This is an optimization exercise on Yosys and OpenROAD, whose aim is small area, not a production implementation.
Function was checked by simulation only, so behaviour that the tests miss may differ from the original.
Power figures rest on the tool's default switching activity, not on a simulated workload.

run 1:
// motorPwmTop
module motorPwmTop (
    input  logic        clk,
    input  logic        rstN,
    input  logic        regWe,
    input  logic [5:0]  regAddr,
    input  logic [31:0] regWdata,
    output logic [2:0]  pwm,
    output logic [2:0]  stepIdx,
    output logic        stepStart,
    output logic        stepEnd,
    output logic [47:0] lost,
    output logic [2:0]  lostValid
);
    logic        enable;
    logic [11:0] pwmLen;
    logic [11:0] pwmMin;
    logic [23:0] stepLen;
    logic [47:0] levels;
    logic        reportValid;
    motorRegs regs0 (
        .clk      (clk),
        .rstN     (rstN),
        .regWe    (regWe),
        .regAddr  (regAddr),
        .regWdata (regWdata),
        .stepIdx  (stepIdx),
        .enable   (enable),
        .pwmLen   (pwmLen),
        .pwmMin   (pwmMin),
        .stepLen  (stepLen),
        .levels   (levels)
    );
    stepSequencer seq0 (
        .clk       (clk),
        .rstN      (rstN),
        .enable    (enable),
        .stepLen   (stepLen),
        .stepIdx   (stepIdx),
        .stepStart (stepStart),
        .stepEnd   (stepEnd)
    );
    always_ff @(posedge clk) begin
        if (!rstN) begin
            reportValid <= 1'b0;
        end else begin
            reportValid <= stepEnd;
        end
    end
    assign lostValid = {3{reportValid}};
    for (genvar p = 0; p < 3; p++) begin : genPhase
        pwmGenerator gen (
            .clk     (clk),
            .rstN    (rstN),
            .enable  (enable),
            .pwmLen  (pwmLen),
            .pwmMin  (pwmMin),
            .stepEnd (stepEnd),
            .level   (levels[p*16 +: 16]),
            .pwm     (pwm[p]),
            .lost    (lost[p*16 +: 16])
        );
    end
endmodule
clock: 8.0 ns
lec_check: 0
cap_margin: 20
core_margin: 2
core_utilization: 40
gpl_timing_driven: 0
slew_margin: 20
standard.sh (not shown) runs the stock make flow with config.mk's settings and CLKGATE_MAP_FILE= SYNTH_SCRIPT=/design/flow/synth_recipe.tcl, a recipe that flattens the netlist after the stock synthesis.
==> flow/flow/run.sh <==
#!/bin/bash
# Standard layout, with synthesis mapping the logic for area (no full-adder
# extraction, an area-oriented ABC script; registers untouched), small port
# buffers and a clock tree of small buffers without dummy loads.
set -euo pipefail
here=$(pwd)
export MY_ABC_SCRIPT=$here/flow/area.abc
bash standard.sh \
  SYNTH_SCRIPT=$here/flow/mysynth.tcl \
  ADDER_MAP_FILE= \
  "BUFFER_PORTS_ARGS=-buffer_cell sky130_fd_sc_hd__buf_1" \
  "CTS_ARGS=-sink_clustering_enable -repair_clock_nets -dont_use_dummy_load -buf_list {sky130_fd_sc_hd__clkbuf_4} -sink_clustering_size 8 -sink_clustering_max_diameter 50" \
  finish > standard.log 2>&1
==> flow/flow/area.abc <==
&get -n
&st
&deepsyn -T 120
&st
&dch
&nf -R 1000 -p
&put
topo
dnsize -c
==> flow/flow/mysynth.tcl <==
proc synth {args} { yosys synth -nofsm -noshare {*}$args }
set fh [open $::env(SCRIPTS_DIR)/synth.tcl]
set txt [read $fh]
close $fh
if {[info exists ::env(MY_ABC_SCRIPT)] && $::env(MY_ABC_SCRIPT) ne ""} {
  set txt [string map [list {log_cmd abc {*}$abc_args} {log_cmd abc -script $::env(MY_ABC_SCRIPT) {*}[lrange $abc_args 2 end]}] $txt]
}
eval $txt
# left out here: clear keep_hierarchy, flatten, clean up, hide names made inside functions, write 1_2_yosys.v
Input-level comparison between run 2 and run 1:
==> flow/run.sh (new file) <==
#!/bin/bash
# synth_recipe.tcl (not shown) runs the flow's synth.tcl, then flattens the netlist and writes it again
# the make line also repeats each setting of config.mk as NAME=value (left out here)
make -C /OpenROAD-flow-scripts/flow DESIGN_CONFIG=/design/flow/config.mk WORK_HOME=/design/flow/orfs CLKGATE_MAP_FILE= SYNTH_SCRIPT=/design/flow/synth_recipe.tcl finish
-- flow/config.mk --
<<< run 1, line 7
export LEC_CHECK = 0
export CAP_MARGIN = 20
>>> run 2, line 7
export LEC_CHECK = 0
export ABC_AREA = 1
export CAP_MARGIN = 20
removed: flow/flow/run.sh
removed: flow/flow/area.abc
removed: flow/flow/mysynth.tcl
removed: flow/standard.sh
==> run summary <==
- Compared run 2 vs run 1, and maximum operating frequency is up in run 2.
- Going from run 1 to run 2, the total power was found to have gone up by about 40%.
- Number of cells upsized or downsized after cts: higher on run 2
- When run 2 is set beside run 1, its ratio of routed vias to standard cells turns out to be about 10% smaller.
- Going from run 1 to run 2, core utilization saw an increase, power spent charging and discharging nets saw an increase, leakage power of the design saw an increase.
- Taking run 2 as 1.0, run 1 lands at 0.828 on area after synthesis.
- Areal power density over the cells was lower in the run labelled run 1.
- Higher clock skew among run 2 and run 1: run 1
Modified inputs, run 3 compared to run 2
==> flow/flow/run.sh (new file) <==
#!/bin/bash
# Standard layout, with synthesis mapping the logic for area: no full-adder
# extraction and an area-oriented ABC script. Registers are untouched.
set -euo pipefail
here=$(pwd)
export MY_ABC_SCRIPT=$here/flow/area.abc
bash standard.sh SYNTH_SCRIPT=$here/flow/mysynth.tcl ADDER_MAP_FILE= finish > standard.log 2>&1
==> flow/flow/area.abc (new file) <==
&get -n
&st
&dch
&nf -R 1000
&put
topo
dnsize -c
==> flow/flow/mysynth.tcl (new file) <==
proc synth {args} { yosys synth -nofsm -noshare {*}$args }
set fh [open $::env(SCRIPTS_DIR)/synth.tcl]
set txt [read $fh]
close $fh
if {[info exists ::env(MY_ABC_SCRIPT)] && $::env(MY_ABC_SCRIPT) ne ""} {
  set txt [string map [list {log_cmd abc {*}$abc_args} {log_cmd abc -script $::env(MY_ABC_SCRIPT) {*}[lrange $abc_args 2 end]}] $txt]
}
eval $txt
# left out here: clear keep_hierarchy, flatten, clean up, hide names made inside functions, write 1_2_yosys.v
==> flow/standard.sh (new file) <==
#!/bin/bash
# synth_recipe.tcl (not shown) runs the flow's synth.tcl, then flattens the netlist and writes it again
# the make line also repeats each setting of config.mk as NAME=value (left out here)
make -C /OpenROAD-flow-scripts/flow DESIGN_CONFIG=/design/flow/config.mk WORK_HOME=/design/flow/orfs CLKGATE_MAP_FILE= SYNTH_SCRIPT=/design/flow/synth_recipe.tcl "${@:-finish}"
-- flow/config.mk --
<<< run 2, line 7
export LEC_CHECK = 0
export ABC_AREA = 1
export CAP_MARGIN = 20
>>> run 3, line 7
export LEC_CHECK = 0
export CAP_MARGIN = 20
removed: flow/run.sh
### Flow results
Compared with run 2, in run 3 multi-input logic portion of the cell area fell 2.2 points; number of cells on the worst reg-to-reg path fell 40%; worst-path maximum fanout rose 12; arrival time of the worst setup path rose 0.07 ns.
Run 3 reports a higher share of the yosys chip area belonging to registers than run 2 does.
Going from run 2 to run 3, power per standard cell area now larger; share of final layout cell area taken by clock buffers and inverters now larger; power now smaller.
Measured against run 2, the detailed route wirelength on metal3 of run 3 comes out at 0.54 times the reference value.
The dominant combinational cell family by area after synthesis comes out compound AO/OA/AOI/OAI gates in one run and simple AND/OR/NAND/NOR gates in the other, namely in run 3 and run 2 respectively.
Between run 2 and run 3, the number of instances in the placed design is lower for run 3.
Here is what was changed in the inputs of run 4 compared with run 3.
==> flow/flow/run.sh <==
#!/bin/bash
# Standard layout, with synthesis mapping the logic for area (no full-adder
# extraction, an area-oriented ABC script; registers untouched), small port
# buffers and a clock tree of small buffers without dummy loads.
set -euo pipefail
here=$(pwd)
export MY_ABC_SCRIPT=$here/flow/area.abc
bash standard.sh \
  SYNTH_SCRIPT=$here/flow/mysynth.tcl \
  ADDER_MAP_FILE= \
  "BUFFER_PORTS_ARGS=-buffer_cell sky130_fd_sc_hd__buf_1" \
  "CTS_ARGS=-sink_clustering_enable -repair_clock_nets -dont_use_dummy_load -buf_list {sky130_fd_sc_hd__clkbuf_4 sky130_fd_sc_hd__clkbuf_8}" \
  finish > standard.log 2>&1
==> flow/flow/area.abc <==
&get -n
&st
&deepsyn -T 120
&st
&dch
&nf -R 1000 -p
&put
topo
dnsize -c
==> comparison <==
- As far as area occupied by registers is concerned, run 3 and run 4 perform about the same.
- Between run 3 and run 4, the flow reports clock tree buffer count of the final layout increasing by more than 10%.
- On global routing usage on met1, run 3 tracks run 4 almost exactly.
- For wire length after detailed routing, run 4 and run 3 come out practically identical.
- Run comparison: run 3 cell at the slowest stage of the critical path sky130_fd_sc_hd__dfxtp_2; run 4 cell at the slowest stage of the critical path sky130_fd_sc_hd__dfxtp_4
- genPhase[2].gen.pulseCnt[9] as the worst setup path endpoint was reported by run 4, and genPhase[0].gen.pulseCnt[7] by run 3.

[separate check: timing with driven ports]
No port has a modelled driver above. Below, the same layouts with a new extraction and two added sets of constraints. Step 1 assumes that a clkbuf_16 drives the clock port and a buf_2 every other input. Step 2 also shifts input and output timing later by t, the mid clock arrival at the registers, as if the neighbouring blocks saw the same clock. Slacks: no drivers / after step 1 / after step 2; pairs: no drivers / after step 1.
run	t (ns)	setup slack, ns	pins driven straight from the clock port
run 1	0.887	0.282 / 0.282 / 0.282	1
run 2	0.709	0.411 / 0.411 / 0.411	1
run 3	0.694	0.419 / 0.419 / 0.419	1
run 4	0.723	0.270 / 0.270 / 0.270	1
After both steps every run listed still meets setup and hold.
